This is an optimization exercise on Yosys and OpenROAD, whose aim is small area, a short achievable clock period and few clock cycles, not a production implementation.
Only simulation tests tie the RTL to the original design; equivalence was not proved.
Power and IR drop assume default switching activity.

`design.v`:
```
package sys_array_pkg;
  localparam int unsigned DefaultRow  = 4;
  localparam int unsigned DefaultCol  = 4;
  localparam int unsigned DefaultEs   = 8;
  localparam int unsigned DefaultKMax = 64;
endpackage
module pe_mac #(
  parameter int unsigned ES    = 8,
  parameter int unsigned ACC_W = 22
) (
  input  logic             clk,
  input  logic             i_clr,
  input  logic             i_signed,
  input  logic [ES-1:0]    i_a,
  input  logic [ES-1:0]    i_b,
  output logic [ACC_W-1:0] o_acc
);
  logic [ACC_W-1:0] r_acc;
  logic [ACC_W-1:0] w_acc_q;
  logic w_pp_0_0;
  logic w_pp_0_1;
  logic w_pp_0_2;
  logic w_pp_0_3;
  logic w_pp_0_4;
  logic w_pp_0_5;
  logic w_pp_0_6;
  logic w_pp_0_7;
  logic w_pp_1_0;
  logic w_pp_1_1;
  logic w_pp_1_2;
  logic w_pp_1_3;
  logic w_pp_1_4;
  logic w_pp_1_5;
  logic w_pp_1_6;
  logic w_pp_1_7;
  logic w_pp_2_0;
  logic w_pp_2_1;
  logic w_pp_2_2;
  logic w_pp_2_3;
  logic w_pp_2_4;
  logic w_pp_2_5;
  logic w_pp_2_6;
  logic w_pp_2_7;
  logic w_pp_3_0;
  logic w_pp_3_1;
  logic w_pp_3_2;
  logic w_pp_3_3;
  logic w_pp_3_4;
  logic w_pp_3_5;
  logic w_pp_3_6;
  logic w_pp_3_7;
  logic w_pp_4_0;
  logic w_pp_4_1;
  logic w_pp_4_2;
  logic w_pp_4_3;
  logic w_pp_4_4;
  logic w_pp_4_5;
  logic w_pp_4_6;
  logic w_pp_4_7;
  logic w_pp_5_0;
  logic w_pp_5_1;
  logic w_pp_5_2;
  logic w_pp_5_3;
  logic w_pp_5_4;
  logic w_pp_5_5;
  logic w_pp_5_6;
  logic w_pp_5_7;
  logic w_pp_6_0;
  logic w_pp_6_1;
  logic w_pp_6_2;
  logic w_pp_6_3;
  logic w_pp_6_4;
  logic w_pp_6_5;
  logic w_pp_6_6;
  logic w_pp_6_7;
  logic w_pp_7_0;
  logic w_pp_7_1;
  logic w_pp_7_2;
  logic w_pp_7_3;
  logic w_pp_7_4;
  logic w_pp_7_5;
  logic w_pp_7_6;
  logic w_pp_7_7;
  logic w_s1, w_c2;
  logic w_s3, w_c4;
  logic w_s5, w_c6;
  logic w_s7, w_c8;
  logic w_s9, w_c10;
  logic w_s11, w_c12;
  logic w_s13, w_c14;
  logic w_s15, w_c16;
  logic w_s17, w_c18;
  logic w_s19, w_c20;
  logic w_s21, w_c22;
  logic w_s23, w_c24;
  logic w_s25, w_c26;
  logic w_s27, w_c28;
  logic w_s29, w_c30;
  logic w_s31, w_c32;
  logic w_s33, w_c34;
  logic w_s35, w_c36;
  logic w_s37, w_c38;
  logic w_s39, w_c40;
  logic w_s41, w_c42;
  logic w_s43, w_c44;
  logic w_s45, w_c46;
  logic w_s47, w_c48;
  logic w_s49, w_c50;
  logic w_s51, w_c52;
  logic w_s53, w_c54;
  logic w_s55, w_c56;
  logic w_s57, w_c58;
  logic w_s59, w_c60;
  logic w_s61, w_c62;
  logic w_s63, w_c64;
  logic w_s65, w_c66;
  logic w_s67, w_c68;
  logic w_s69, w_c70;
  logic w_s71, w_c72;
  logic w_s73, w_c74;
  logic w_s75, w_c76;
  logic w_s77, w_c78;
  logic w_s79, w_c80;
  logic w_s81, w_c82;
  logic w_s83, w_c84;
  logic w_s85, w_c86;
  logic w_s87, w_c88;
  logic w_s89, w_c90;
  logic w_s91, w_c92;
  logic w_s93, w_c94;
  logic w_s95, w_c96;
  logic w_s97, w_c98;
  logic w_s99, w_c100;
  logic w_s101, w_c102;
  logic w_s103, w_c104;
  logic w_s105, w_c106;
  logic w_s107, w_c108;
  logic w_s109, w_c110;
  logic w_s111, w_c112;
  logic w_s113, w_c114;
  logic w_s115, w_c116;
  logic w_s117, w_c118;
  logic w_s119, w_c120;
  logic w_s121, w_c122;
  logic w_s123, w_c124;
  logic w_s125, w_c126;
  logic w_s127, w_c128;
  logic w_s129, w_c130;
  logic [ACC_W-1:0] w_sum;
  logic w_g131, w_p132;
  logic w_g133, w_p134;
  logic w_g135, w_p136;
  logic w_g137, w_p138;
  logic w_g139, w_p140;
  logic w_g141, w_p142;
  logic w_g143, w_p144;
  logic w_g145, w_p146;
  logic w_g147, w_p148;
  logic w_g149, w_p150;
  logic w_g151, w_p152;
  logic w_g153, w_p154;
  logic w_g155, w_p156;
  logic w_g157, w_p158;
  logic w_g159;
  logic w_gg160;
  logic w_gg161;
  logic w_pp162;
  logic w_gg163;
  logic w_pp164;
  logic w_gg165;
  logic w_pp166;
  logic w_gg167;
  logic w_pp168;
  logic w_gg169;
  logic w_pp170;
  logic w_gg171;
  logic w_pp172;
  logic w_gg173;
  logic w_gg174;
  logic w_pp175;
  logic w_gg176;
  logic w_pp177;
  logic w_gg178;
  logic w_gg179;
  logic w_gg180;
  logic w_gg181;
  logic w_gg182;
  logic w_gg183;
  logic w_gg184;
  logic w_gg185;
  logic w_gg186;
  logic w_gg187;
  logic w_gg188;
  logic w_sm189;
  logic w_sm190;
  logic w_sm191;
  logic w_sm192;
  logic w_sm193;
  logic w_sm194;
  logic w_sm195;
  logic w_sm196;
  logic w_sm197;
  logic w_sm198;
  logic w_sm199;
  logic w_sm200;
  logic w_sm201;
  logic w_sm202;
  logic [5:0] w_hi0, w_hi1;
  assign w_acc_q = i_clr ? '0 : r_acc;
  assign w_pp_0_0 = i_a[0] & i_b[0];
  assign w_pp_0_1 = i_a[0] & i_b[1];
  assign w_pp_0_2 = i_a[0] & i_b[2];
  assign w_pp_0_3 = i_a[0] & i_b[3];
  assign w_pp_0_4 = i_a[0] & i_b[4];
  assign w_pp_0_5 = i_a[0] & i_b[5];
  assign w_pp_0_6 = i_a[0] & i_b[6];
  assign w_pp_0_7 = (i_a[0] & i_b[7]) ^ i_signed;
  assign w_pp_1_0 = i_a[1] & i_b[0];
  assign w_pp_1_1 = i_a[1] & i_b[1];
  assign w_pp_1_2 = i_a[1] & i_b[2];
  assign w_pp_1_3 = i_a[1] & i_b[3];
  assign w_pp_1_4 = i_a[1] & i_b[4];
  assign w_pp_1_5 = i_a[1] & i_b[5];
  assign w_pp_1_6 = i_a[1] & i_b[6];
  assign w_pp_1_7 = (i_a[1] & i_b[7]) ^ i_signed;
  assign w_pp_2_0 = i_a[2] & i_b[0];
  assign w_pp_2_1 = i_a[2] & i_b[1];
  assign w_pp_2_2 = i_a[2] & i_b[2];
  assign w_pp_2_3 = i_a[2] & i_b[3];
  assign w_pp_2_4 = i_a[2] & i_b[4];
  assign w_pp_2_5 = i_a[2] & i_b[5];
  assign w_pp_2_6 = i_a[2] & i_b[6];
  assign w_pp_2_7 = (i_a[2] & i_b[7]) ^ i_signed;
  assign w_pp_3_0 = i_a[3] & i_b[0];
  assign w_pp_3_1 = i_a[3] & i_b[1];
  assign w_pp_3_2 = i_a[3] & i_b[2];
  assign w_pp_3_3 = i_a[3] & i_b[3];
  assign w_pp_3_4 = i_a[3] & i_b[4];
  assign w_pp_3_5 = i_a[3] & i_b[5];
  assign w_pp_3_6 = i_a[3] & i_b[6];
  assign w_pp_3_7 = (i_a[3] & i_b[7]) ^ i_signed;
  assign w_pp_4_0 = i_a[4] & i_b[0];
  assign w_pp_4_1 = i_a[4] & i_b[1];
  assign w_pp_4_2 = i_a[4] & i_b[2];
  assign w_pp_4_3 = i_a[4] & i_b[3];
  assign w_pp_4_4 = i_a[4] & i_b[4];
  assign w_pp_4_5 = i_a[4] & i_b[5];
  assign w_pp_4_6 = i_a[4] & i_b[6];
  assign w_pp_4_7 = (i_a[4] & i_b[7]) ^ i_signed;
  assign w_pp_5_0 = i_a[5] & i_b[0];
  assign w_pp_5_1 = i_a[5] & i_b[1];
  assign w_pp_5_2 = i_a[5] & i_b[2];
  assign w_pp_5_3 = i_a[5] & i_b[3];
  assign w_pp_5_4 = i_a[5] & i_b[4];
  assign w_pp_5_5 = i_a[5] & i_b[5];
  assign w_pp_5_6 = i_a[5] & i_b[6];
  assign w_pp_5_7 = (i_a[5] & i_b[7]) ^ i_signed;
  assign w_pp_6_0 = i_a[6] & i_b[0];
  assign w_pp_6_1 = i_a[6] & i_b[1];
  assign w_pp_6_2 = i_a[6] & i_b[2];
  assign w_pp_6_3 = i_a[6] & i_b[3];
  assign w_pp_6_4 = i_a[6] & i_b[4];
  assign w_pp_6_5 = i_a[6] & i_b[5];
  assign w_pp_6_6 = i_a[6] & i_b[6];
  assign w_pp_6_7 = (i_a[6] & i_b[7]) ^ i_signed;
  assign w_pp_7_0 = (i_a[7] & i_b[0]) ^ i_signed;
  assign w_pp_7_1 = (i_a[7] & i_b[1]) ^ i_signed;
  assign w_pp_7_2 = (i_a[7] & i_b[2]) ^ i_signed;
  assign w_pp_7_3 = (i_a[7] & i_b[3]) ^ i_signed;
  assign w_pp_7_4 = (i_a[7] & i_b[4]) ^ i_signed;
  assign w_pp_7_5 = (i_a[7] & i_b[5]) ^ i_signed;
  assign w_pp_7_6 = (i_a[7] & i_b[6]) ^ i_signed;
  assign w_pp_7_7 = i_a[7] & i_b[7];
  assign w_s1 = w_pp_0_5 ^ w_pp_1_4;
  assign w_c2 = w_pp_0_5 & w_pp_1_4;
  assign w_s3 = w_pp_0_6 ^ w_pp_1_5 ^ w_pp_2_4;
  assign w_c4 = (w_pp_0_6 & w_pp_1_5) | (w_pp_0_6 & w_pp_2_4) | (w_pp_1_5 & w_pp_2_4);
  assign w_s5 = w_pp_3_3 ^ w_pp_4_2;
  assign w_c6 = w_pp_3_3 & w_pp_4_2;
  assign w_s7 = w_pp_1_6 ^ w_pp_2_5 ^ w_pp_3_4;
  assign w_c8 = (w_pp_1_6 & w_pp_2_5) | (w_pp_1_6 & w_pp_3_4) | (w_pp_2_5 & w_pp_3_4);
  assign w_s9 = w_pp_4_3 ^ w_pp_5_2 ^ w_pp_6_1;
  assign w_c10 = (w_pp_4_3 & w_pp_5_2) | (w_pp_4_3 & w_pp_6_1) | (w_pp_5_2 & w_pp_6_1);
  assign w_s11 = w_pp_0_7 ^ w_pp_7_0;
  assign w_c12 = w_pp_0_7 & w_pp_7_0;
  assign w_s13 = w_pp_2_6 ^ w_pp_3_5 ^ w_pp_4_4;
  assign w_c14 = (w_pp_2_6 & w_pp_3_5) | (w_pp_2_6 & w_pp_4_4) | (w_pp_3_5 & w_pp_4_4);
  assign w_s15 = w_pp_5_3 ^ w_pp_6_2 ^ i_signed;
  assign w_c16 = (w_pp_5_3 & w_pp_6_2) | (w_pp_5_3 & i_signed) | (w_pp_6_2 & i_signed);
  assign w_s17 = w_pp_1_7 ^ w_pp_7_1 ^ w_acc_q[8];
  assign w_c18 = (w_pp_1_7 & w_pp_7_1) | (w_pp_1_7 & w_acc_q[8]) | (w_pp_7_1 & w_acc_q[8]);
  assign w_s19 = w_pp_3_6 ^ w_pp_4_5 ^ w_pp_5_4;
  assign w_c20 = (w_pp_3_6 & w_pp_4_5) | (w_pp_3_6 & w_pp_5_4) | (w_pp_4_5 & w_pp_5_4);
  assign w_s21 = w_pp_6_3 ^ w_pp_2_7 ^ w_pp_7_2;
  assign w_c22 = (w_pp_6_3 & w_pp_2_7) | (w_pp_6_3 & w_pp_7_2) | (w_pp_2_7 & w_pp_7_2);
  assign w_s23 = w_pp_4_6 ^ w_pp_5_5 ^ w_pp_6_4;
  assign w_c24 = (w_pp_4_6 & w_pp_5_5) | (w_pp_4_6 & w_pp_6_4) | (w_pp_5_5 & w_pp_6_4);
  assign w_s25 = w_pp_0_3 ^ w_pp_1_2;
  assign w_c26 = w_pp_0_3 & w_pp_1_2;
  assign w_s27 = w_pp_0_4 ^ w_pp_1_3 ^ w_pp_2_2;
  assign w_c28 = (w_pp_0_4 & w_pp_1_3) | (w_pp_0_4 & w_pp_2_2) | (w_pp_1_3 & w_pp_2_2);
  assign w_s29 = w_pp_3_1 ^ w_pp_4_0;
  assign w_c30 = w_pp_3_1 & w_pp_4_0;
  assign w_s31 = w_pp_2_3 ^ w_pp_3_2 ^ w_pp_4_1;
  assign w_c32 = (w_pp_2_3 & w_pp_3_2) | (w_pp_2_3 & w_pp_4_1) | (w_pp_3_2 & w_pp_4_1);
  assign w_s33 = w_pp_5_0 ^ w_s1 ^ w_acc_q[5];
  assign w_c34 = (w_pp_5_0 & w_s1) | (w_pp_5_0 & w_acc_q[5]) | (w_s1 & w_acc_q[5]);
  assign w_s35 = w_pp_5_1 ^ w_pp_6_0 ^ w_c2;
  assign w_c36 = (w_pp_5_1 & w_pp_6_0) | (w_pp_5_1 & w_c2) | (w_pp_6_0 & w_c2);
  assign w_s37 = w_s5 ^ w_acc_q[6] ^ w_s3;
  assign w_c38 = (w_s5 & w_acc_q[6]) | (w_s5 & w_s3) | (w_acc_q[6] & w_s3);
  assign w_s39 = w_c6 ^ w_c4 ^ w_acc_q[7];
  assign w_c40 = (w_c6 & w_c4) | (w_c6 & w_acc_q[7]) | (w_c4 & w_acc_q[7]);
  assign w_s41 = w_s7 ^ w_s9 ^ w_s11;
  assign w_c42 = (w_s7 & w_s9) | (w_s7 & w_s11) | (w_s9 & w_s11);
  assign w_s43 = w_c8 ^ w_c10 ^ w_s13;
  assign w_c44 = (w_c8 & w_c10) | (w_c8 & w_s13) | (w_c10 & w_s13);
  assign w_s45 = w_c12 ^ w_s15 ^ w_s17;
  assign w_c46 = (w_c12 & w_s15) | (w_c12 & w_s17) | (w_s15 & w_s17);
  assign w_s47 = w_c14 ^ w_acc_q[9] ^ w_s19;
  assign w_c48 = (w_c14 & w_acc_q[9]) | (w_c14 & w_s19) | (w_acc_q[9] & w_s19);
  assign w_s49 = w_c16 ^ w_c18 ^ w_s21;
  assign w_c50 = (w_c16 & w_c18) | (w_c16 & w_s21) | (w_c18 & w_s21);
  assign w_s51 = w_c20 ^ w_pp_3_7 ^ w_pp_7_3;
  assign w_c52 = (w_c20 & w_pp_3_7) | (w_c20 & w_pp_7_3) | (w_pp_3_7 & w_pp_7_3);
  assign w_s53 = w_acc_q[10] ^ w_s23 ^ w_c22;
  assign w_c54 = (w_acc_q[10] & w_s23) | (w_acc_q[10] & w_c22) | (w_s23 & w_c22);
  assign w_s55 = w_pp_5_6 ^ w_pp_6_5 ^ w_c24;
  assign w_c56 = (w_pp_5_6 & w_pp_6_5) | (w_pp_5_6 & w_c24) | (w_pp_6_5 & w_c24);
  assign w_s57 = w_pp_4_7 ^ w_pp_7_4 ^ w_acc_q[11];
  assign w_c58 = (w_pp_4_7 & w_pp_7_4) | (w_pp_4_7 & w_acc_q[11]) | (w_pp_7_4 & w_acc_q[11]);
  assign w_s59 = w_pp_6_6 ^ w_pp_5_7 ^ w_pp_7_5;
  assign w_c60 = (w_pp_6_6 & w_pp_5_7) | (w_pp_6_6 & w_pp_7_5) | (w_pp_5_7 & w_pp_7_5);
  assign w_s61 = w_pp_0_2 ^ w_pp_1_1;
  assign w_c62 = w_pp_0_2 & w_pp_1_1;
  assign w_s63 = w_pp_2_1 ^ w_pp_3_0 ^ w_s25;
  assign w_c64 = (w_pp_2_1 & w_pp_3_0) | (w_pp_2_1 & w_s25) | (w_pp_3_0 & w_s25);
  assign w_s65 = w_c26 ^ w_s29 ^ w_acc_q[4];
  assign w_c66 = (w_c26 & w_s29) | (w_c26 & w_acc_q[4]) | (w_s29 & w_acc_q[4]);
  assign w_s67 = w_c30 ^ w_c28 ^ w_s31;
  assign w_c68 = (w_c30 & w_c28) | (w_c30 & w_s31) | (w_c28 & w_s31);
  assign w_s69 = w_c32 ^ w_s35 ^ w_c34;
  assign w_c70 = (w_c32 & w_s35) | (w_c32 & w_c34) | (w_s35 & w_c34);
  assign w_s71 = w_c36 ^ w_c38 ^ w_s39;
  assign w_c72 = (w_c36 & w_c38) | (w_c36 & w_s39) | (w_c38 & w_s39);
  assign w_s73 = w_c40 ^ w_s43 ^ w_c42;
  assign w_c74 = (w_c40 & w_s43) | (w_c40 & w_c42) | (w_s43 & w_c42);
  assign w_s75 = w_c44 ^ w_s47 ^ w_c46;
  assign w_c76 = (w_c44 & w_s47) | (w_c44 & w_c46) | (w_s47 & w_c46);
  assign w_s77 = w_c48 ^ w_s51 ^ w_c50;
  assign w_c78 = (w_c48 & w_s51) | (w_c48 & w_c50) | (w_s51 & w_c50);
  assign w_s79 = w_c52 ^ w_s55 ^ w_s57;
  assign w_c80 = (w_c52 & w_s55) | (w_c52 & w_s57) | (w_s55 & w_s57);
  assign w_s81 = w_acc_q[12] ^ w_c56 ^ w_c58;
  assign w_c82 = (w_acc_q[12] & w_c56) | (w_acc_q[12] & w_c58) | (w_c56 & w_c58);
  assign w_s83 = w_pp_6_7 ^ w_pp_7_6 ^ w_acc_q[13];
  assign w_c84 = (w_pp_6_7 & w_pp_7_6) | (w_pp_6_7 & w_acc_q[13]) | (w_pp_7_6 & w_acc_q[13]);
  assign w_s85 = w_pp_0_1 ^ w_pp_1_0;
  assign w_c86 = w_pp_0_1 & w_pp_1_0;
  assign w_s87 = w_pp_2_0 ^ w_s61 ^ w_acc_q[2];
  assign w_c88 = (w_pp_2_0 & w_s61) | (w_pp_2_0 & w_acc_q[2]) | (w_s61 & w_acc_q[2]);
  assign w_s89 = w_c62 ^ w_acc_q[3] ^ w_s63;
  assign w_c90 = (w_c62 & w_acc_q[3]) | (w_c62 & w_s63) | (w_acc_q[3] & w_s63);
  assign w_s91 = w_s27 ^ w_c64 ^ w_s65;
  assign w_c92 = (w_s27 & w_c64) | (w_s27 & w_s65) | (w_c64 & w_s65);
  assign w_s93 = w_c66 ^ w_s33 ^ w_s67;
  assign w_c94 = (w_c66 & w_s33) | (w_c66 & w_s67) | (w_s33 & w_s67);
  assign w_s95 = w_c68 ^ w_s37 ^ w_s69;
  assign w_c96 = (w_c68 & w_s37) | (w_c68 & w_s69) | (w_s37 & w_s69);
  assign w_s97 = w_s41 ^ w_c70 ^ w_s71;
  assign w_c98 = (w_s41 & w_c70) | (w_s41 & w_s71) | (w_c70 & w_s71);
  assign w_s99 = w_c72 ^ w_s45 ^ w_s73;
  assign w_c100 = (w_c72 & w_s45) | (w_c72 & w_s73) | (w_s45 & w_s73);
  assign w_s101 = w_s49 ^ w_c74 ^ w_s75;
  assign w_c102 = (w_s49 & w_c74) | (w_s49 & w_s75) | (w_c74 & w_s75);
  assign w_s103 = w_s53 ^ w_c76 ^ w_s77;
  assign w_c104 = (w_s53 & w_c76) | (w_s53 & w_s77) | (w_c76 & w_s77);
  assign w_s105 = w_c54 ^ w_s79 ^ w_c78;
  assign w_c106 = (w_c54 & w_s79) | (w_c54 & w_c78) | (w_s79 & w_c78);
  assign w_s107 = w_s59 ^ w_c80 ^ w_s81;
  assign w_c108 = (w_s59 & w_c80) | (w_s59 & w_s81) | (w_c80 & w_s81);
  assign w_s109 = w_c60 ^ w_s83 ^ w_c82;
  assign w_c110 = (w_c60 & w_s83) | (w_c60 & w_c82) | (w_s83 & w_c82);
  assign w_s111 = w_pp_7_7 ^ w_acc_q[14] ^ w_c84;
  assign w_c112 = (w_pp_7_7 & w_acc_q[14]) | (w_pp_7_7 & w_c84) | (w_acc_q[14] & w_c84);
  assign w_s113 = i_signed ^ w_acc_q[15];
  assign w_c114 = i_signed & w_acc_q[15];
  assign w_s115 = i_signed ^ w_acc_q[16];
  assign w_c116 = i_signed & w_acc_q[16];
  assign w_s117 = i_signed ^ w_acc_q[17];
  assign w_c118 = i_signed & w_acc_q[17];
  assign w_s119 = i_signed ^ w_acc_q[18];
  assign w_c120 = i_signed & w_acc_q[18];
  assign w_s121 = i_signed ^ w_acc_q[19];
  assign w_c122 = i_signed & w_acc_q[19];
  assign w_s123 = i_signed ^ w_acc_q[20];
  assign w_c124 = i_signed & w_acc_q[20];
  assign w_s125 = i_signed ^ w_acc_q[21];
  assign w_c126 = i_signed & w_acc_q[21];
  assign w_s127 = w_pp_0_0 ^ w_acc_q[0];
  assign w_c128 = w_pp_0_0 & w_acc_q[0];
  assign w_s129 = w_acc_q[1] ^ w_s85 ^ w_c128;
  assign w_c130 = (w_acc_q[1] & w_s85) | (w_acc_q[1] & w_c128) | (w_s85 & w_c128);
  assign w_g131 = w_c86 & w_s87;
  assign w_p132 = w_c86 ^ w_s87;
  assign w_g133 = w_c88 & w_s89;
  assign w_p134 = w_c88 ^ w_s89;
  assign w_g135 = w_c90 & w_s91;
  assign w_p136 = w_c90 ^ w_s91;
  assign w_g137 = w_c92 & w_s93;
  assign w_p138 = w_c92 ^ w_s93;
  assign w_g139 = w_c94 & w_s95;
  assign w_p140 = w_c94 ^ w_s95;
  assign w_g141 = w_c96 & w_s97;
  assign w_p142 = w_c96 ^ w_s97;
  assign w_g143 = w_c98 & w_s99;
  assign w_p144 = w_c98 ^ w_s99;
  assign w_g145 = w_c100 & w_s101;
  assign w_p146 = w_c100 ^ w_s101;
  assign w_g147 = w_c102 & w_s103;
  assign w_p148 = w_c102 ^ w_s103;
  assign w_g149 = w_c104 & w_s105;
  assign w_p150 = w_c104 ^ w_s105;
  assign w_g151 = w_c106 & w_s107;
  assign w_p152 = w_c106 ^ w_s107;
  assign w_g153 = w_c108 & w_s109;
  assign w_p154 = w_c108 ^ w_s109;
  assign w_g155 = w_c110 & w_s111;
  assign w_p156 = w_c110 ^ w_s111;
  assign w_g157 = w_c112 & w_s113;
  assign w_p158 = w_c112 ^ w_s113;
  assign w_g159 = w_g131 | (w_p132 & w_c130);
  assign w_gg160 = w_g133 | (w_p134 & w_g159);
  assign w_gg161 = w_g137 | (w_p138 & w_g135);
  assign w_pp162 = w_p138 & w_p136;
  assign w_gg163 = w_g141 | (w_p142 & w_g139);
  assign w_pp164 = w_p142 & w_p140;
  assign w_gg165 = w_g145 | (w_p146 & w_g143);
  assign w_pp166 = w_p146 & w_p144;
  assign w_gg167 = w_g149 | (w_p150 & w_g147);
  assign w_pp168 = w_p150 & w_p148;
  assign w_gg169 = w_g153 | (w_p154 & w_g151);
  assign w_pp170 = w_p154 & w_p152;
  assign w_gg171 = w_g157 | (w_p158 & w_g155);
  assign w_pp172 = w_p158 & w_p156;
  assign w_gg173 = w_gg161 | (w_pp162 & w_gg160);
  assign w_gg174 = w_gg165 | (w_pp166 & w_gg163);
  assign w_pp175 = w_pp166 & w_pp164;
  assign w_gg176 = w_gg169 | (w_pp170 & w_gg167);
  assign w_pp177 = w_pp170 & w_pp168;
  assign w_gg178 = w_gg174 | (w_pp175 & w_gg173);
  assign w_gg179 = w_gg176 | (w_pp177 & w_gg178);
  assign w_gg180 = w_gg163 | (w_pp164 & w_gg173);
  assign w_gg181 = w_gg167 | (w_pp168 & w_gg178);
  assign w_gg182 = w_gg171 | (w_pp172 & w_gg179);
  assign w_gg183 = w_g135 | (w_p136 & w_gg160);
  assign w_gg184 = w_g139 | (w_p140 & w_gg173);
  assign w_gg185 = w_g143 | (w_p144 & w_gg180);
  assign w_gg186 = w_g147 | (w_p148 & w_gg178);
  assign w_gg187 = w_g151 | (w_p152 & w_gg181);
  assign w_gg188 = w_g155 | (w_p156 & w_gg179);
  assign w_sm189 = w_p132 ^ w_c130;
  assign w_sm190 = w_p134 ^ w_g159;
  assign w_sm191 = w_p136 ^ w_gg160;
  assign w_sm192 = w_p138 ^ w_gg183;
  assign w_sm193 = w_p140 ^ w_gg173;
  assign w_sm194 = w_p142 ^ w_gg184;
  assign w_sm195 = w_p144 ^ w_gg180;
  assign w_sm196 = w_p146 ^ w_gg185;
  assign w_sm197 = w_p148 ^ w_gg178;
  assign w_sm198 = w_p150 ^ w_gg186;
  assign w_sm199 = w_p152 ^ w_gg181;
  assign w_sm200 = w_p154 ^ w_gg187;
  assign w_sm201 = w_p156 ^ w_gg179;
  assign w_sm202 = w_p158 ^ w_gg188;
  assign w_sum[1:0] = {w_s129, w_s127};
  assign w_sum[15:2] = {w_sm202, w_sm201, w_sm200, w_sm199, w_sm198, w_sm197, w_sm196, w_sm195, w_sm194, w_sm193, w_sm192, w_sm191, w_sm190, w_sm189};
  assign w_hi0 = {w_c124, w_c122, w_c120, w_c118, w_c116, w_c114} + {w_s125, w_s123, w_s121, w_s119, w_s117, w_s115};
  assign w_hi1 = {w_c124, w_c122, w_c120, w_c118, w_c116, w_c114} + {w_s125, w_s123, w_s121, w_s119, w_s117, w_s115} + 1'b1;
  assign w_sum[21:16] = w_gg182 ? w_hi1 : w_hi0;
  always_ff @(posedge clk) begin
    r_acc <= w_sum;
  end
  assign o_acc = r_acc;
endmodule
module systolic_array_os #(
  parameter int unsigned ROW   = sys_array_pkg::DefaultRow,
  parameter int unsigned COL   = sys_array_pkg::DefaultCol,
  parameter int unsigned ES    = sys_array_pkg::DefaultEs,
  parameter int unsigned K_MAX = sys_array_pkg::DefaultKMax,
  parameter int unsigned ACC_W = 2 * ES + $clog2(K_MAX)
) (
  input  logic                         clk,
  input  logic                         rst_n,
  input  logic                         start,
  input  logic [$clog2(K_MAX+1)-1:0]   k_len,
  input  logic                         signed_mode,
  input  logic                         in_vld,
  output logic                         in_rdy,
  input  logic [ROW*ES-1:0]            a_vec,
  input  logic [COL*ES-1:0]            b_vec,
  output logic                         out_vld,
  input  logic                         out_rdy,
  output logic [COL*ACC_W-1:0]         out_row,
  output logic [$clog2(ROW)-1:0]       out_row_idx,
  output logic                         out_last,
  output logic                         busy,
  output logic                         done
);
  localparam int unsigned KW = $clog2(K_MAX + 1);
  localparam int unsigned RW = $clog2(ROW);
  logic          r_feed;       
  logic          r_zero;       
  logic          r_first;      
  logic [KW-1:0] r_k_rem;      
  logic          r_signed;
  logic [ES-1:0] r_a_n [ROW];
  logic [ES-1:0] r_b_n [COL];
  logic [ROW-1:0] r_clr;       
  logic          r_last;       
  logic          r_out_vld;
  logic [RW-1:0] r_row;
  logic          r_row_last;   
  logic [ROW-1:0] r_row_sel;   
  logic          r_rdy_any;    
  logic          r_rdy_last;   
  logic [KW-1:0]    w_k_clamp;
  logic             w_start, w_acc_free, w_in_rdy, w_fire, w_issue, w_xfer;
  logic             w_feed_d, w_zero_d, w_first_d, w_last_d, w_out_vld_d, w_row_last_d;
  logic [RW-1:0]    w_row_d;
  logic [ACC_W-1:0] w_acc [ROW][COL];
  assign w_k_clamp = (k_len > KW'(K_MAX)) ? KW'(K_MAX) : k_len;
  assign w_start   = start & ~busy;
  assign w_xfer    = r_out_vld & out_rdy;
  assign w_acc_free = ~r_last & (~r_out_vld | (r_row_last & out_rdy));
  assign w_in_rdy   = r_rdy_any | (r_rdy_last & out_rdy);
  assign w_fire     = in_vld & w_in_rdy;
  assign w_issue    = w_fire | (r_zero & w_acc_free);
  always_comb begin
    w_feed_d  = r_feed;
    w_zero_d  = r_zero;
    w_first_d = r_first;
    if (w_start) begin
      w_feed_d  = (w_k_clamp != '0);
      w_zero_d  = (w_k_clamp == '0);
      w_first_d = 1'b1;
    end else begin
      if (w_fire) begin
        w_first_d = 1'b0;
        if (r_k_rem == KW'(1)) w_feed_d = 1'b0;
      end
      if (r_zero && w_acc_free) w_zero_d = 1'b0;
    end
    w_last_d     = w_issue & (r_zero | (r_k_rem == KW'(1)));
    w_out_vld_d  = r_out_vld;
    w_row_d      = r_row;
    w_row_last_d = r_row_last;
    if (r_last) begin
      w_out_vld_d  = 1'b1;
      w_row_d      = '0;
      w_row_last_d = 1'b0;
    end else if (w_xfer) begin
      w_out_vld_d  = ~r_row_last;
      w_row_d      = r_row + RW'(1);
      w_row_last_d = (r_row == RW'(ROW - 2));
    end
  end
  always_ff @(posedge clk) begin
    if (!rst_n) begin
      r_feed     <= 1'b0;
      r_zero     <= 1'b0;
      r_first    <= 1'b0;
      r_clr      <= '1;
      r_last     <= 1'b0;
      r_out_vld  <= 1'b0;
      r_row      <= '0;
      r_row_last <= 1'b0;
      r_row_sel  <= '0;
      r_rdy_any  <= 1'b0;
      r_rdy_last <= 1'b0;
    end else begin
      r_feed     <= w_feed_d;
      r_zero     <= w_zero_d;
      r_first    <= w_first_d;
      r_clr      <= {ROW{w_xfer}} & r_row_sel;
      r_last     <= w_last_d;
      r_out_vld  <= w_out_vld_d;
      r_row      <= w_row_d;
      r_row_last <= w_row_last_d;
      for (int r = 0; r < ROW; r++) r_row_sel[r] <= w_out_vld_d & (w_row_d == RW'(r));
      r_rdy_any  <= w_feed_d & (~w_first_d | (~w_last_d & ~w_out_vld_d));
      r_rdy_last <= w_feed_d & w_first_d & ~w_last_d & w_row_last_d;
    end
  end
  always_ff @(posedge clk) begin
    if (w_start) begin
      r_k_rem <= w_k_clamp;
    end else if (w_fire) begin
      r_k_rem <= r_k_rem - KW'(1);
    end
  end
  always_ff @(posedge clk) begin
    if (!rst_n) begin
      r_signed <= 1'b0;
    end else if (w_start) begin
      r_signed <= signed_mode;
    end
  end
  always_ff @(posedge clk) begin
    for (int r = 0; r < ROW; r++) r_a_n[r] <= ~((w_fire & rst_n) ? a_vec[r*ES +: ES] : '0);
    for (int c = 0; c < COL; c++) r_b_n[c] <= ~b_vec[c*ES +: ES];
  end
  for (genvar gr = 0; gr < ROW; gr++) begin : g_row
    for (genvar gc = 0; gc < COL; gc++) begin : g_col
      pe_mac #(
        .ES   (ES),
        .ACC_W(ACC_W)
      ) u_pe (
        .clk     (clk),
        .i_clr   (r_clr[gr]),
        .i_signed(r_signed),
        .i_a     (~r_a_n[gr]),
        .i_b     (~r_b_n[gc]),
        .o_acc   (w_acc[gr][gc])
      );
    end
  end
  always_comb begin
    out_row = '0;
    for (int r = 0; r < ROW; r++)
      for (int c = 0; c < COL; c++)
        out_row[c*ACC_W +: ACC_W] = out_row[c*ACC_W +: ACC_W] | (w_acc[r][c] & {ACC_W{r_row_sel[r]}});
  end
  assign in_rdy      = w_in_rdy;
  assign out_vld     = r_out_vld;
  assign out_row_idx = r_row;
  assign out_last    = r_row_last;
  assign busy        = r_feed | r_zero;
  assign done        = r_row_last & out_rdy;
endmodule
```
`flow/run.sh`:
```
#!/bin/bash
# Standard ORFS layout with three changes:
#  - synthesis skips Yosys's early "abc -fast", so full adders are extracted from the
#    RTL's own adder expressions (no inverters between adder cells); registers are
#    unchanged,
#  - ports are buffered with buf_2 instead of a delay buffer,
#  - repair_timing aims at a tighter setup margin.
set -u
sed -e 's/synth -nofsm -noshare/synth -nofsm -noshare -noabc/' synth_recipe.tcl > synth_noabc.tcl
bash standard.sh SYNTH_SCRIPT=$PWD/synth_noabc.tcl SETUP_SLACK_MARGIN=5.3 \
  "BUFFER_PORTS_ARGS=-buffer_cell sky130_fd_sc_hd__buf_2" finish > standard.log 2>&1
```
`standard.sh`:
```
#!/bin/bash
# synth_recipe.tcl (not shown) runs the flow's synth.tcl, then flattens the netlist and writes it again
# the make line also repeats each setting of config.mk as NAME=value (left out here)
make -C /OpenROAD-flow-scripts/flow DESIGN_CONFIG=/design/flow/config.mk WORK_HOME=/design/flow/orfs CLKGATE_MAP_FILE= SYNTH_SCRIPT=/design/flow/synth_recipe.tcl "${@:-finish}"
```
`config.mk`:
```
export PLATFORM = sky130hd
export DESIGN_NAME = systolic_array_os
export DESIGN_NICKNAME = systolic_array_os
export VERILOG_FILES = /design/flow/design.v
export SDC_FILE = /design/flow/constraint.sdc
export NUM_CORES = 4
export LEC_CHECK = 0
export CAP_MARGIN = 5
export CORE_MARGIN = 2
export CORE_UTILIZATION = 50
export CTS_CLUSTER_DIAMETER = 80
export CTS_CLUSTER_SIZE = 30
export SLEW_MARGIN = 5
```
`constraint.sdc`:
```
create_clock -name core_clock -period 10.0 [get_ports {clk}]
set_input_delay 2.0000 -clock core_clock [delete_from_list [all_inputs] [get_ports {clk}]]
set_output_delay 2.0000 -clock core_clock [all_outputs]
set_load 0.01 [all_outputs]
```
==> results.json, run 1 <==
{
  "outcome": "timing/DRC/antenna clean",
  "internal_power_mw": 4.67,
  "mostFrequentLayoutCell": "nor2_1",
  "clock_buffers_created_by_tritoncts": 43,
  "power.share.combinational_pct": 42.3,
  "layout.cells.most_common_list": "nor2_1, fa_1, ha_1",
  "cp_data_required_time_ns": 8.00,
  "crit_fanout": 50,
  "buffer_ports.inserted": 171,
  "grt_pass1_wl_um": 232000,
  "ys.flop_type": "dfxtp_1",
  "timing.hold.worst_path_depth": 2,
  "synth.top_cell.area_share_pct": 36.3,
  "p_sw_share_pct": 39.6,
  "slew_headroom_pct": 41.1,
  "detail_route.vias_per_cell": 5.70,
  "worst_ep_arrival_time_ns": 2.60,
  "start_util_pct": 50.4,
  "wirelength_um": 160000,
  "gp_congestion": 0.830,
  "cap_violations": 0,
  "critical_path.cell_chain": "buf_6, a22oi_1, nand2_1, buf_2",
  "synth_enable_flop_cells": 7,
  "first_iter_violations": 2667,
  "cts_hold_buffers": 0,
  "clockBufferDepth": 3,
  "setup.worst_path.class": "reg -> out",
  "drt_first_pass_iters": 7,
  "tritoncts_clock_tree": "done",
  "number_of_global_route_vias_before_repair": 40400,
  "hpwl_detailed_um": 98600,
  "finalWorstSetupSlack_ns": 5.40,
  "syn_to_final_growth_pct": 14.1,
  "clk_transition_reported_paths_ns": 0.08,
  "finish.utilization_pct": 57.5,
  "critical_path.startpoint_type": "flop",
  "cts.htree.levels": 2,
  "root_buffer_cell": "clkbuf_16",
  "grt_max_degree": 53,
  "peakVddDrop_uv": 158,
  "final.min_clock_period_ns": 4.60,
  "worst_hold_path_type": "reg -> reg",
  "synth.top_cells.by_area": "fa_1, dfxtp_1, ha_1",
  "net_sw_power_mw": 3.06,
  "p_seq_share_pct": 32.4,
  "setup-violations-final": 0,
  "crit_slowest_cell": "dfxtp_4",
  "coreArea_um2": 103000,
  "synth_area_per_cell_um2": 10.3,
  "synth_fp_nets": 6610,
  "syn-instance-count": 5074,
  "synth_sequential_area_ratio_pct": 17.1,
  "r2r_cell_count": 15,
  "design.die.area_um2": 107000,
  "num_ports": 172,
  "grt_antenna_before_repair": 7,
  "max_freq_mhz": 217,
  "synth_unique_cells": 45,
  "clk_latency_ns": 0.66,
  "drt.antenna.violating_nets": 0,
  "power_frac_clock_pct": 25.3,
  "timing_max_transition_violations_final": 0,
  "max_slew.worst_pin.slew_ns": 0.883,
  "finalSetupTns_ns": 0,
  "reported_leakage_power_nw": 31.4,
  "max_stage_delay_ns": 0.72,
  "tritoncts_num_sinks": 442,
  "final_layout_size_suffix_gt1_share_pct": 15.4,
  "drc": 0,
  "grt_setup_unrepaired": "yes",
  "hold_viol_final": 0,
  "power_density_nw_per_um2": 130,
  "synthDominantAreaCellType": "fa_1",
  "placementRows": 118,
  "floorplan.die.width_um": 327,
  "ys_warn_count": 7,
  "worst-r2r-setup-slack_ns": 5.41,
  "synth_seq_cells": 442,
  "synthesized_area_um2": 52100,
  "grt-ovfl-total": 0,
  "die-height_um": 327,
  "final_min_period_over_clock_period_pct": 46.0,
  "drt-wirelength-per-cell_um": 24.4,
  "routed-via-count": 37600,
  "nets": 6706,
  "timing.critical_path.to_type": "primary output",
  "grtUsageTotal_pct": 28.1,
  "dp_worst_setup_slack_ns": 4.47,
  "fin_skew_ns": 0.0371,
  "postSynth.asyncResetShare_pct": 0
}
-- registers in the layout, summed over array words and instances, names as in the netlist, 2 cells and up --
name                    count
g_row.g_col.u_pe.r_acc    352
r_row_sel                   4
r_row                       2
r_a_n                      32
r_k_rem                     7
r_clr                       4
r_b_n                      32
-- Yosys cell counts, drive strengths merged (17+ instances only) --
cell type	count
nand2	224
nand4	49
o21ai	55
nor2b	356
xnor2	132
nand3	22
and3	17
a22oi	176
xor2	370
a21o	83
clkbuf	194
ha	515
nor2	1083
a211oi	32
dfxtp	435
inv	39
nand2b	17
fa	944
a21oi	88
buf	108
o211ai	48
-- repair_timing --
action | CTS | global route
endpoints found under the setup margin | 219 | 76
gates resized for setup | 75 | 139
buffers inserted | 13 | 64
gates cloned | 3 | 27
pin swaps | 1 | 16
-- power groups by stage --
stage                     Combinational, mW  Clock (mW)  Sequential [mW]
after CTS                              3.15        1.99             2.50
after global routing                   3.67        2.05             2.54
final                                  3.27        1.95             2.50
after floorplan                        2.50           0             2.40
after detailed placement               3.07           0             2.54
after global placement                 3.02           0             2.55
-- per-layer routing --
layer / GRT usage (%) / up-vias / wire, um
li1: - / 16700 / -
met1: 39.3 / 19300 / 67600
met2: 45.8 / 1267 / 74400
met3: 3.97 / 245 / 12100
met4: 7.99 / 0 / 6400
met5: 0 / - / 0
-- worst max-delay path, delay by kind of cell, from the launching register on --
family	cells	cell delay (ns)
buf+inv	2	0.62
simple gates	1	0.19
compound gates	1	0.31
flops	1	0.72
-- final cells by class --
cell class                      instances  area, um2
Clock buffer                           46       1140
Antenna cell                            2       5.00
Sequential cell                       442       9060
Inverter                               39        146
Timing Repair Buffer                  353       3540
Tap cell                             1380       1730
Clock inverter                         33        495
Multi-Input combinational cell       4291      43300
Fill cell                            8867      44000
-- final timing paths --
kind	start	end
max reg2reg	r_a_n[3][1]$_DFF_P_	g_row[3].g_col[1].u_pe.r_acc[15]$_DFF_P_
min	r_row_last$_SDFF_PN0_	r_row_last$_SDFF_PN0_
max	r_row_sel[2]$_SDFF_PN0_	out_row[12]
min reg2reg	r_row_last$_SDFF_PN0_	r_row_last$_SDFF_PN0_
-- logic make-up (layout without fill, tap and decap cells) --
kind of cell	after synthesis	in the layout	share of synthesized area [%]
other cells	0	2	0
fa+ha+maj	1459	1459	48.7
compound gates	518	518	7.53
buf+inv	341	471	2.57
mux	16	16	0.346
xor+xnor	502	502	8.45
flops	442	442	17.1
simple gates	1796	1796	15.3
-- metrics by stage --
stage	std cells	cell area, um2	power, mW	hold slack, ns
6_report	6586	59400	7.72	0.554
5_1_grt	6584	59400	8.26	0.577
4_1_cts	6493	57600	7.64	0.550
3_5_place_dp	6398	55400	5.61	0.535
3_3_place_gp	6398	55400	5.57	0.534
2_1_floorplan	5074	53700	4.90	0.491
Testbench counts, summed over its fixed seeds: cycles 12,017.
==> run 2: changes to the inputs <==
--- a/config.mk
+++ b/config.mk
@@ -9,5 +9,3 @@
 export CORE_MARGIN = 2
-export CORE_UTILIZATION = 50
-export CTS_CLUSTER_DIAMETER = 80
-export CTS_CLUSTER_SIZE = 30
+export CORE_UTILIZATION = 60
 export SLEW_MARGIN = 5
==> run 2 against run 1 <==
  * Clock power up 14%
  * Sequential power barely moved
  * Sequential share of layout area is 0.080 points higher
  * Highest routed layer unchanged
  * Critical path type unchanged
  * Clock skew decreased by 0.0063 ns
  * Die area is 16% lower
  * First-iteration DRC count decreased by 2.9%
  * Largest cell class unchanged
  * Largest power group unchanged
  * Sequential cell count unchanged
==> results.json, run 2 <==
{
  "max_slew.worst_pin.slew_ns": 0.927,
  "ff_to_ff_start": "r_signed$_SDFFE_PN0P_",
  "number_of_global_route_vias_before_repair": 40700,
  "grt_antenna_before_repair": 1,
  "synthDominantAreaCellType": "fa_1",
  "finalPower_mw": 7.97,
  "cap_violations": 0,
  "grt-ovfl-total": 0,
  "ys.flop_type": "dfxtp_1",
  "synth_unique_cells": 45,
  "design.die.area_um2": 89100,
  "post-synth-top-count-cell": "nor2_1",
  "holdCritStartpoint": "r_out_vld$_SDFF_PN0_",
  "buffer_ports.inserted": 171,
  "start_util_pct": 60.3,
  "cts.htree.levels": 2,
  "synth.top_cells.by_count": "nor2_1, fa_1, ha_1, dfxtp_1, xor2_1",
  "setup.worst_path.class": "reg -> out",
  "regMostFlops": "g_row.g_col.u_pe.r_acc",
  "first_iter_violations": 2589,
  "syn_to_final_growth_pct": 13.5,
  "die-height_um": 299,
  "drc": 0,
  "routed-via-count": 37700,
  "postSynth.asyncResetShare_pct": 0,
  "synthesized_area_um2": 52100,
  "hold_viol_final": 0,
  "synth_sequential_area_ratio_pct": 17.1,
  "worst-r2r-setup-slack_ns": 5.38,
  "setup-violations-final": 0,
  "num_ports": 172,
  "synth_area_per_cell_um2": 10.3,
  "grtUsageTotal_pct": 33.1,
  "clk_transition_reported_paths_ns": 0.06,
  "tritoncts_num_sinks": 442,
  "nFillCells": 6768,
  "power.share.combinational_pct": 40.7,
  "synth_seq_cells": 442,
  "ys_warn_count": 7,
  "gp_congestion": 0.826,
  "clock_buffers_created_by_tritoncts": 57,
  "final_min_period_over_clock_period_pct": 46.7,
  "worst_ep_arrival_time_ns": 2.67,
  "slew_headroom_pct": 38.2,
  "r2r_cell_count": 14,
  "net_sw_power_mw": 2.95,
  "timing.hold.worst_path_depth": 2,
  "detail_route.vias_per_cell": 5.92,
  "placementRows": 108,
  "final_layout_size_suffix_gt1_share_pct": 15.3,
  "clk_latency_ns": 0.68,
  "grt_pass1_wl_um": 229000,
  "reported_leakage_power_nw": 31.3,
  "power_density_nw_per_um2": 135,
  "final.min_clock_period_ns": 4.67,
  "worst_hold_path_type": "reg -> reg",
  "holdPathEnd": "r_row_sel[1]$_SDFF_PN0_",
  "critical_path.startpoint_type": "flop",
  "grt_setup_unrepaired": "yes",
  "max_freq_mhz": 214,
  "synth.top_cells.by_area": "fa_1, dfxtp_1, ha_1",
  "power_frac_clock_pct": 27.9,
  "tritoncts_clock_tree": "done",
  "wirelength_um": 153000,
  "peakVddDrop_uv": 151,
  "p_sw_share_pct": 37.0,
  "hpwl_detailed_um": 96700,
  "fin_skew_ns": 0.0308,
  "finalSetupTns_ns": 0,
  "drt-wirelength-per-cell_um": 23.9,
  "layout.cells.most_common_list": "nor2_1, fa_1, ha_1",
  "clockBufferDepth": 3,
  "root_buffer_cell": "clkbuf_16",
  "crit_fanout": 45,
  "synth_enable_flop_cells": 7,
  "top_regs": "g_row.g_col.u_pe.r_acc x352, r_a_n x32, r_b_n x32",
  "mostFrequentLayoutCell": "nor2_1",
  "internal_power_mw": 5.02,
  "synth.top_cell.area_share_pct": 36.3,
  "nets": 6700,
  "floorplan.die.width_um": 299,
  "timing_max_transition_violations_final": 0,
  "r2r-end": "g_row[1].g_col[3].u_pe.r_acc[15]$_DFF_P_",
  "p_seq_share_pct": 31.4,
  "outcome": "timing/DRC/antenna clean",
  "drt.antenna.violating_nets": 0,
  "grt_max_degree": 90,
  "drt_first_pass_iters": 7,
  "coreArea_um2": 86300,
  "synth_fp_nets": 6610,
  "syn-instance-count": 5074,
  "timing.critical_path.to_type": "primary output",
  "number_of_flip_flops_under_the_largest_register_name": 352,
  "cp_data_required_time_ns": 8.00
}
run 2: final cells by class:
cell class                 instances  area (um2)  share of cell area [%]
tap                             1155        1450                    2.45
sequential                       442        9060                    15.3
multi-input combinational       4291       43300                    73.2
inverter                          39         146                   0.248
clock inverter                    31         358                   0.606
clock buffer                      75        1630                    2.75
antenna                            3        7.51                  0.0127
timing repair buffer             333        3170                    5.37
run 2: power groups by stage:
stage | logic [mW] | registers (mW) | clock network [mW]
final | 3.25 | 2.50 | 2.22
after global routing | 3.64 | 2.54 | 2.32
after CTS | 3.13 | 2.50 | 2.25
after detailed placement | 3.05 | 2.54 | 0
after global placement | 2.98 | 2.55 | 0
after floorplan | 2.50 | 2.40 | 0
run 2: kinds of logic (layout without fill, tap and decap cells):
| logic type | count (synthesis) | count (layout) | synth area share (%) |
|---|---|---|---|
| AO/OA/AOI/OAI | 518 | 518 | 7.53 |
| XOR/XNOR | 502 | 502 | 8.45 |
| adder cells (fa/ha/maj) | 1459 | 1459 | 48.7 |
| buffers and inverters | 341 | 478 | 2.57 |
| flip-flops | 442 | 442 | 17.1 |
| multiplexers | 16 | 16 | 0.346 |
| other | 0 | 3 | 0 |
| AND/OR/NAND/NOR | 1796 | 1796 | 15.3 |
run 2: worst max-delay path, stage by stage (launching register included):
cell and delay [ns]:
dfxtp_4 0.75, buf_6 0.47, a22oi_1 0.28, nand2_1 0.24
buf_2 0.17
run 2: layer usage:
metal,track usage (%),share of wire [%],up-vias
met5,0,0,-
met4,10.2,4.1,0
met3,5.92,7.9,274
met2,53.6,46,1340
met1,45.6,42,19400
li1,-,-,16700
run 2: through the flow:
step           util (%)  instance area (um2)  hold WS [ns]  instances  worst slack (ns)
6_report           68.4                59100         0.553       6369              5.33
5_1_grt            68.4                59100         0.607       6366              5.23
4_1_cts            66.7                57600         0.548       6286              5.30
3_5_place_dp       63.8                55100         0.533       6167              4.46
3_3_place_gp       63.8                55100         0.523       6167              4.52
2_1_floorplan         -                53700         0.491       5074              4.79
run 2: how the worst max path moves through the flow:
stage                                       start                                        to  slack, ns  cells past startpoint
after global routing        r_signed$_SDFFE_PN0P_  g_row[1].g_col[3].u_pe.r_acc[15]$_DFF_P_       5.23                     14
after detailed placement    r_signed$_SDFFE_PN0P_  g_row[2].g_col[1].u_pe.r_acc[15]$_DFF_P_       4.46                     15
final                     r_row_sel[2]$_SDFF_PN0_                                out_row[9]       5.33                      4
after global placement      r_signed$_SDFFE_PN0P_  g_row[2].g_col[1].u_pe.r_acc[15]$_DFF_P_       4.52                     15
after floorplan             r_signed$_SDFFE_PN0P_  g_row[1].g_col[3].u_pe.r_acc[15]$_DFF_P_       4.79                     17
after CTS                     r_a_n[2][1]$_DFF_P_  g_row[2].g_col[1].u_pe.r_acc[15]$_DFF_P_       5.30                     15
run 2: timing repair:
action                     CTS  global route
cloned                       1            18
resized for setup           76           110
pin swaps                    0            15
setup buffers               12            62
hold buffers                 0             0
setup endpoints to repair  194            86
==> run 3: changes to the inputs <==
--- a/config.mk
+++ b/config.mk
@@ -10,2 +10,4 @@
 export CORE_UTILIZATION = 60
+export CTS_CLUSTER_DIAMETER = 100
+export CTS_CLUSTER_SIZE = 40
 export SLEW_MARGIN = 5
==> run 3 against run 2 <==
  * Global-route usage down 0.30 points
  * Maximum frequency up 1.9%
  * Critical path type unchanged
  * Synthesized cell count unchanged
  * Clock power down 24%
  * Largest cell class unchanged
  * Critical endpoint is now out_row[66]
  * First-iteration DRC count down 4.3%
  * Critical path depth unchanged
  * Utilization down 0.68 points
  * Routed wire length down 0.64%
  * Via count down 0.73%
==> results.json, run 3 <==
{
  "outcome": "timing/DRC/antenna clean",
  "grt-ovfl-total": 0,
  "gp_congestion": 0.826,
  "die-height_um": 299,
  "cts_hold_buffers": 0,
  "cts.htree.levels": 2,
  "multi_input_area_um2": 43300,
  "num_ports": 172,
  "power_frac_clock_pct": 22.7,
  "r2r-end": "g_row[1].g_col[3].u_pe.r_acc[15]$_DFF_P_",
  "setup.worst_path.class": "reg -> out",
  "critPathTopFamily": "flip-flops",
  "syn-instance-count": 5074,
  "worst_ep_arrival_time_ns": 2.58,
  "hold_viol_final": 0,
  "p_sw_share_pct": 39.8,
  "synth.top_cell.area_share_pct": 36.3,
  "critical_path.startpoint_type": "flop",
  "synth.top_cells.by_count": "nor2_1, fa_1, ha_1, dfxtp_1, xor2_1",
  "syn_to_final_growth_pct": 12.3,
  "number_of_flip_flops_under_the_largest_register_name": 352,
  "final_layout_size_suffix_gt1_share_pct": 14.7,
  "synth.mux.area_fraction_pct": 0.346,
  "nFillCells": 6817,
  "net_sw_power_mw": 2.95,
  "critical_path.cell_chain": "buf_6, a22oi_1, nand2_1, buf_2",
  "routed-via-count": 37400,
  "slew_headroom_pct": 38.5,
  "ff_to_ff_start": "r_signed$_SDFFE_PN0P_",
  "drt-met1-wl_um": 62900,
  "synth_unique_cells": 45,
  "grt_antenna_before_repair": 2,
  "worst-r2r-setup-slack_ns": 5.42,
  "peakVddDrop_uv": 162,
  "timing.critical_path.to_type": "primary output",
  "synth_seq_cells": 442,
  "floorplan.die.width_um": 299,
  "final.min_clock_period_ns": 4.58,
  "ys.flop_type": "dfxtp_1",
  "cap_violations": 0,
  "area_fraction_in_compound_gates_after_synthesis_pct": 7.53,
  "r2r_cell_count": 14,
  "grt_max_degree": 90,
  "antenna_cells": 0,
  "synth_sequential_area_ratio_pct": 17.1,
  "cp_data_required_time_ns": 8.00,
  "finish.utilization_pct": 67.7,
  "synth_area_per_cell_um2": 10.3,
  "synthesized_area_um2": 52100,
  "met3_length_um": 12100,
  "mostFrequentLayoutCell": "nor2_1",
  "ys_warn_count": 7,
  "number_of_global_route_vias_before_repair": 40400,
  "final_min_period_over_clock_period_pct": 45.8,
  "grt_pass1_wl_um": 228000,
  "post-synth-top-count-cell": "nor2_1",
  "top_regs": "g_row.g_col.u_pe.r_acc x352, r_a_n x32, r_b_n x32",
  "max_slew.worst_pin.slew_ns": 0.922,
  "timing_max_transition_violations_final": 0,
  "layout.cells.most_common_list": "nor2_1, fa_1, ha_1",
  "drt_first_pass_iters": 7,
  "coreArea_um2": 86300,
  "met2_wirelength_um": 70300,
  "hpwl_detailed_um": 96700,
  "power_density_nw_per_um2": 127,
  "synth_enable_flop_cells": 7,
  "synth_fp_nets": 6610,
  "grt_setup_unrepaired": "yes",
  "finalSetupTns_ns": 0,
  "reported_leakage_power_nw": 31.0,
  "buffer_ports.inserted": 171,
  "fin_skew_ns": 0.0677,
  "crit_buf_inv": 2,
  "worst_hold_path_type": "reg -> reg",
  "detail_route.vias_per_cell": 5.92,
  "internal_power_mw": 4.47,
  "postSynth.asyncResetShare_pct": 0,
  "wirelength_um": 152000,
  "setup-violations-final": 0,
  "first_iter_violations": 2478,
  "grtUsageTotal_pct": 32.8,
  "clock_buffers_created_by_tritoncts": 34,
  "post_synthesis_share_of_cell_area_spent_on_xor_and_xnor_gates_pct": 8.45,
  "post_synth_and_or_nand_nor_area_fraction_pct": 15.3,
  "drt.antenna.violating_nets": 0,
  "synth.top_cells.by_area": "fa_1, dfxtp_1, ha_1",
  "root_buffer_cell": "clkbuf_16",
  "finalWorstSetupSlack_ns": 5.42,
  "dp_worst_setup_slack_ns": 4.46,
  "start_util_pct": 60.3,
  "drc": 0,
  "setup.worst_path.start": "r_row_sel[1]$_SDFF_PN0_",
  "regMostFlops": "g_row.g_col.u_pe.r_acc",
  "crit_fanout": 48,
  "clk_latency_ns": 0.63,
  "synthAdderAreaFrac_pct": 48.7,
  "drt-wirelength-per-cell_um": 24.0,
  "dominant_combinational_cell_family_by_area_after_synthesis": "adder cells",
  "max_freq_mhz": 218,
  "placementRows": 108,
  "top_layer_used": "met4",
  "max_stage_delay_ns": 0.85,
  "clk_transition_reported_paths_ns": 0.10,
  "clockBufferDepth": 3,
  "tritoncts_num_sinks": 442,
  "crit_path_depth": 4,
  "tritoncts_clock_tree": "done",
  "crit_path_end": "out_row[66]",
  "p_seq_share_pct": 33.6,
  "sequential_cell_area_um2": 9050,
  "design.die.area_um2": 89100,
  "power.share.combinational_pct": 43.7,
  "hold-worst-slack_ns": 0.563,
  "synthDominantAreaCellType": "fa_1",
  "nets": 6678,
  "crit_slowest_cell": "dfxtp_4"
}
## run 3: cell counts after synthesis
No cell type changed its count.
## run 3: power by group through the flow
stage	logic [mW]	registers, mW	clock network (mW)
after floorplan	2.50	2.40	0
after global placement	2.98	2.55	0
after detailed placement	3.05	2.54	0
after CTS	3.13	2.50	1.72
after global routing	3.64	2.54	1.78
final	3.24	2.49	1.68
## run 3: logic make-up after synthesis
kind of cell | after synthesis
multiplexers | 16
AO/OA/AOI/OAI | 518
flip-flops | 442
AND/OR/NAND/NOR | 1796
adder cells (fa/ha/maj) | 1459
XOR/XNOR | 502
buffers and inverters | 341
## run 3: metal layers
metal	GRT usage, %	vias to the layer above
met5	0	-
li1	-	16600
met4	9.94	0
met2	53.0	1242
met1	45.2	19300
met3	6.00	230
## run 3: how the worst min path moves through the flow
stage / cells past startpoint / from / to
4_1_cts: 2 / r_row_last$_SDFF_PN0_ / r_row_last$_SDFF_PN0_
2_1_floorplan: 2 / r_first$_SDFF_PN0_ / r_first$_SDFF_PN0_
3_5_place_dp: 2 / r_first$_SDFF_PN0_ / r_first$_SDFF_PN0_
5_1_grt: 2 / r_first$_SDFF_PN0_ / r_first$_SDFF_PN0_
6_report: 2 / r_first$_SDFF_PN0_ / r_first$_SDFF_PN0_
3_3_place_gp: 2 / r_first$_SDFF_PN0_ / r_first$_SDFF_PN0_
## run 3: worst reg2reg max path, stage by stage, from the launching register on
cell	delay [ns]
dfxtp_4	0.46
buf_16	0.43
xor2_2	0.31
fa_1	0.51
fa_2	0.35
fa_1	0.45
fa_1	0.53
ha_4	0.22
a21o_1	0.19
o2111ai_4	0.24
nand2_1	0.12
nand3_1	0.10
nand2_1	0.08
fa_2	0.34
xor2_1	0.14
## run 3: layout make-up
class,count,area share [%]
clock buffers,38,1.57
clock inverters,23,0.721
inverters,39,0.250
multi-input cells,4291,74.0
flip-flops and latches,442,15.5
well taps,1155,2.47
repair buffers,334,5.53
## run 3: repair_timing
item,4_1_cts,5_1_grt
pin swaps,0,23
resized for setup,75,124
hold endpoints to repair,0,0
buffers inserted,11,66
cloned,1,16
endpoints found under the setup margin,177,88
## run 3: per-stage QoR
| stage | power [mW] | instances | instance area (um2) |
|---|---|---|---|
| floorplan | 4.90 | 5074 | 53700 |
| global placement | 5.53 | 6167 | 55100 |
| detailed placement | 5.59 | 6167 | 55100 |
| CTS | 7.35 | 6240 | 56900 |
| global route | 7.96 | 6322 | 58500 |
| finish | 7.42 | 6322 | 58500 |
==> run 4: changes to the inputs <==
--- a/config.mk
+++ b/config.mk
@@ -7,2 +7,3 @@
 export LEC_CHECK = 0
+export ABC_CLOCK_PERIOD_IN_PS = 4500
 export CAP_MARGIN = 5
==> run 4 against run 3 <==
  * Still clean on timing, DRC and antenna
  * Routed wire length is the same
  * Via count unchanged
  * Sequential power about the same
  * Critical path depth unchanged
  * Total power stayed put
  * Utilization stayed put
  * Register-to-register slack barely moved
  * Combinational power about the same
  * Setup slack unchanged
  * Clock power barely moved
  * Clock-buffer cell count stayed put
  * Global-route usage unchanged
  * Critical path type unchanged
  * Largest cell class unchanged
==> results.json, run 4 <==
{
  "postSynth.asyncResetShare_pct": 0,
  "gp_congestion": 0.826,
  "synthesized_area_um2": 52100,
  "ys.flop_type": "dfxtp_1",
  "internal_power_mw": 4.47,
  "synth.top_cells.by_area": "fa_1, dfxtp_1, ha_1",
  "synth_fp_nets": 6610,
  "synth.top_cell.area_share_pct": 36.3,
  "max_slew.worst_pin.slew_ns": 0.922,
  "clk_latency_ns": 0.63,
  "syn-instance-count": 5074,
  "outcome": "timing/DRC/antenna clean",
  "finalSetupTns_ns": 0,
  "drt-wirelength-per-cell_um": 24.0,
  "hold-worst-slack_ns": 0.563,
  "timing.hold.worst_path_depth": 2,
  "grt_setup_unrepaired": "yes",
  "clock_buffers_created_by_tritoncts": 34,
  "coreArea_um2": 86300,
  "placementRows": 108,
  "regMostFlops": "g_row.g_col.u_pe.r_acc",
  "final_layout_size_suffix_gt1_share_pct": 14.7,
  "peakVddDrop_uv": 162,
  "cap_violations": 0,
  "holdCritStartpoint": "r_first$_SDFF_PN0_",
  "max_freq_mhz": 218,
  "hold_viol_final": 0,
  "design.die.area_um2": 89100,
  "grt_max_degree": 90,
  "hpwl_detailed_um": 96700,
  "ys_warn_count": 7,
  "first_iter_violations": 2478,
  "synth_enable_flop_cells": 7,
  "worst_ep_arrival_time_ns": 2.58,
  "cts.htree.levels": 2,
  "routed-via-count": 37400,
  "floorplan.die.width_um": 299,
  "clk_transition_reported_paths_ns": 0.10,
  "drt_first_pass_iters": 7,
  "net_sw_power_mw": 2.95,
  "clockBufferDepth": 3,
  "worst-r2r-setup-slack_ns": 5.42,
  "p_seq_share_pct": 33.6,
  "ff_to_ff_start": "r_signed$_SDFFE_PN0P_",
  "power.share.combinational_pct": 43.7,
  "drc": 0,
  "start_util_pct": 60.3,
  "power_frac_clock_pct": 22.7,
  "worst_hold_path_type": "reg -> reg",
  "p_sw_share_pct": 39.8,
  "finish.utilization_pct": 67.7,
  "final_min_period_over_clock_period_pct": 45.8,
  "drt.antenna.violating_nets": 0,
  "setup-violations-final": 0,
  "nets": 6678,
  "r2r-end": "g_row[1].g_col[3].u_pe.r_acc[15]$_DFF_P_",
  "grtUsageTotal_pct": 32.8,
  "tritoncts_num_sinks": 442,
  "fin_skew_ns": 0.0677,
  "synth.top_cells.by_count": "nor2_1, fa_1, ha_1, dfxtp_1, xor2_1",
  "synth_area_per_cell_um2": 10.3,
  "antenna_cells": 0,
  "synth_unique_cells": 45,
  "synth_sequential_area_ratio_pct": 17.1,
  "slew_headroom_pct": 38.5,
  "mostFrequentLayoutCell": "nor2_1",
  "top_regs": "g_row.g_col.u_pe.r_acc x352, r_a_n x32, r_b_n x32",
  "crit_fanout": 48,
  "timing_max_transition_violations_final": 0,
  "num_ports": 172,
  "holdPathEnd": "r_first$_SDFF_PN0_",
  "wirelength_um": 152000,
  "cts_hold_buffers": 0,
  "syn_to_final_growth_pct": 12.3,
  "cp_data_required_time_ns": 8.00,
  "synth_seq_cells": 442,
  "grt_antenna_before_repair": 2,
  "stdcell_count": 6322,
  "layout.cells.most_common_list": "nor2_1, fa_1, ha_1",
  "die-height_um": 299,
  "timing.critical_path.to_type": "primary output",
  "setup.worst_path.class": "reg -> out",
  "tritoncts_clock_tree": "done",
  "power_density_nw_per_um2": 127,
  "grt_pass1_wl_um": 228000,
  "post-synth-top-count-cell": "nor2_1",
  "final.min_clock_period_ns": 4.58,
  "reported_leakage_power_nw": 31.0,
  "number_of_global_route_vias_before_repair": 40400,
  "buffer_ports.inserted": 171,
  "r2r_cell_count": 14,
  "number_of_flip_flops_under_the_largest_register_name": 352,
  "detail_route.vias_per_cell": 5.92,
  "critical_path.startpoint_type": "flop",
  "placedCellCount": 6167,
  "root_buffer_cell": "clkbuf_16",
  "synthDominantAreaCellType": "fa_1",
  "grt-ovfl-total": 0
}
[run 4: logic make-up after synthesis]
kind of cell / Yosys count / share of synthesized area, %
and+or+nand+nor: 1796 / 15.3
adders and majority gates: 1459 / 48.7
AOI/OAI and AO/OA: 518 / 7.53
xor gates and xnor gates: 502 / 8.45
DFF: 442 / 17.1
buffers and inverters: 341 / 2.57
muxes: 16 / 0.346
[run 4: worst max-delay path, stage by stage (launching register included)]
cell and delay (ns):
dfxtp_4 0.85, buf_6 0.47, a22oi_1 0.17, nand2_1 0.24
buf_2 0.19
[run 4: cell type report]
class | count | area [um2]
Clock buffer | 38 | 917
Clock inverter | 23 | 422
Fill cell | 6817 | 27900
Inverter | 39 | 146
Multi-Input combinational cell | 4291 | 43300
Sequential cell | 442 | 9050
Tap cell | 1155 | 1450
Timing Repair Buffer | 334 | 3240
[run 4: how the worst max path moves through the flow]
stage,end,cells past startpoint,slack (ns),from
after floorplan,g_row[1].g_col[3].u_pe.r_acc[15]$_DFF_P_,17,4.79,r_signed$_SDFFE_PN0P_
after detailed placement,g_row[2].g_col[1].u_pe.r_acc[15]$_DFF_P_,15,4.46,r_signed$_SDFFE_PN0P_
final,out_row[66],4,5.42,r_row_sel[1]$_SDFF_PN0_
after global routing,g_row[1].g_col[1].u_pe.r_acc[15]$_DFF_P_,16,5.25,r_signed$_SDFFE_PN0P_
after CTS,g_row[1].g_col[0].u_pe.r_acc[15]$_DFF_P_,15,5.30,r_a_n[1][1]$_DFF_P_
after global placement,g_row[2].g_col[1].u_pe.r_acc[15]$_DFF_P_,15,4.52,r_signed$_SDFFE_PN0P_
[run 4: timing repair]
item | 4_1_cts | 5_1_grt
gates resized for setup | 75 | 124
setup endpoints to repair | 177 | 88
buffers inserted | 11 | 66
pin swaps | 0 | 23
cloned | 1 | 16
[run 4: routing by layer]
metal  wire length [um]  global-route usage (%)  vias up
met5                  0                       0        -
met4               6190                    9.94        0
met3              12100                    6.00      230
met2              70300                    53.0     1242
met1              62900                    45.2    19300
li1                   -                       -    16600
[run 4: power groups by stage]
stage | Sequential [mW] | Combinational (mW) | Clock [mW]
after floorplan | 2.40 | 2.50 | 0
after global placement | 2.55 | 2.98 | 0
after detailed placement | 2.54 | 3.05 | 0
after CTS | 2.50 | 3.13 | 1.72
after global routing | 2.54 | 3.64 | 1.78
final | 2.49 | 3.24 | 1.68
[run 4: through the flow]
| step | worst slack [ns] | area [um2] | power (mW) |
|---|---|---|---|
| 2_1_floorplan | 4.79 | 53700 | 4.90 |
| 3_3_place_gp | 4.52 | 55100 | 5.53 |
| 3_5_place_dp | 4.46 | 55100 | 5.59 |
| 4_1_cts | 5.30 | 56900 | 7.35 |
| 5_1_grt | 5.25 | 58500 | 7.96 |
| 6_report | 5.42 | 58500 | 7.42 |

[what the ideal ports hide]
The flow's constraints put no driver on any port. The routed layouts listed below were extracted and timed again, unchanged, in two steps.
Step 1: set_driving_cell puts a clkbuf_16 on clk and a buf_2 on each other input, an assumption about the parent block.
Step 2 times the ports against the registers' clock, not the clock port: input delays grow and output delays shrink by t, the midpoint of the rising clock arrivals with the driver on.
Slacks: ideal ports / drivers / drivers and shift; pairs: ideal ports / drivers.
run | t (ns) | slack for setup (ns) | worst setup path after step 2
run 1 | 0.712 | 5.399 / 5.332 / 5.410 | register to register
run 2 | 0.727 | 5.334 / 5.270 / 5.383 | register to register
run 3 | 0.665 | 5.421 / 5.357 / 5.425 | register to register
run 4 | 0.665 | 5.421 / 5.357 / 5.425 | register to register
After both steps every run listed still meets setup and hold.
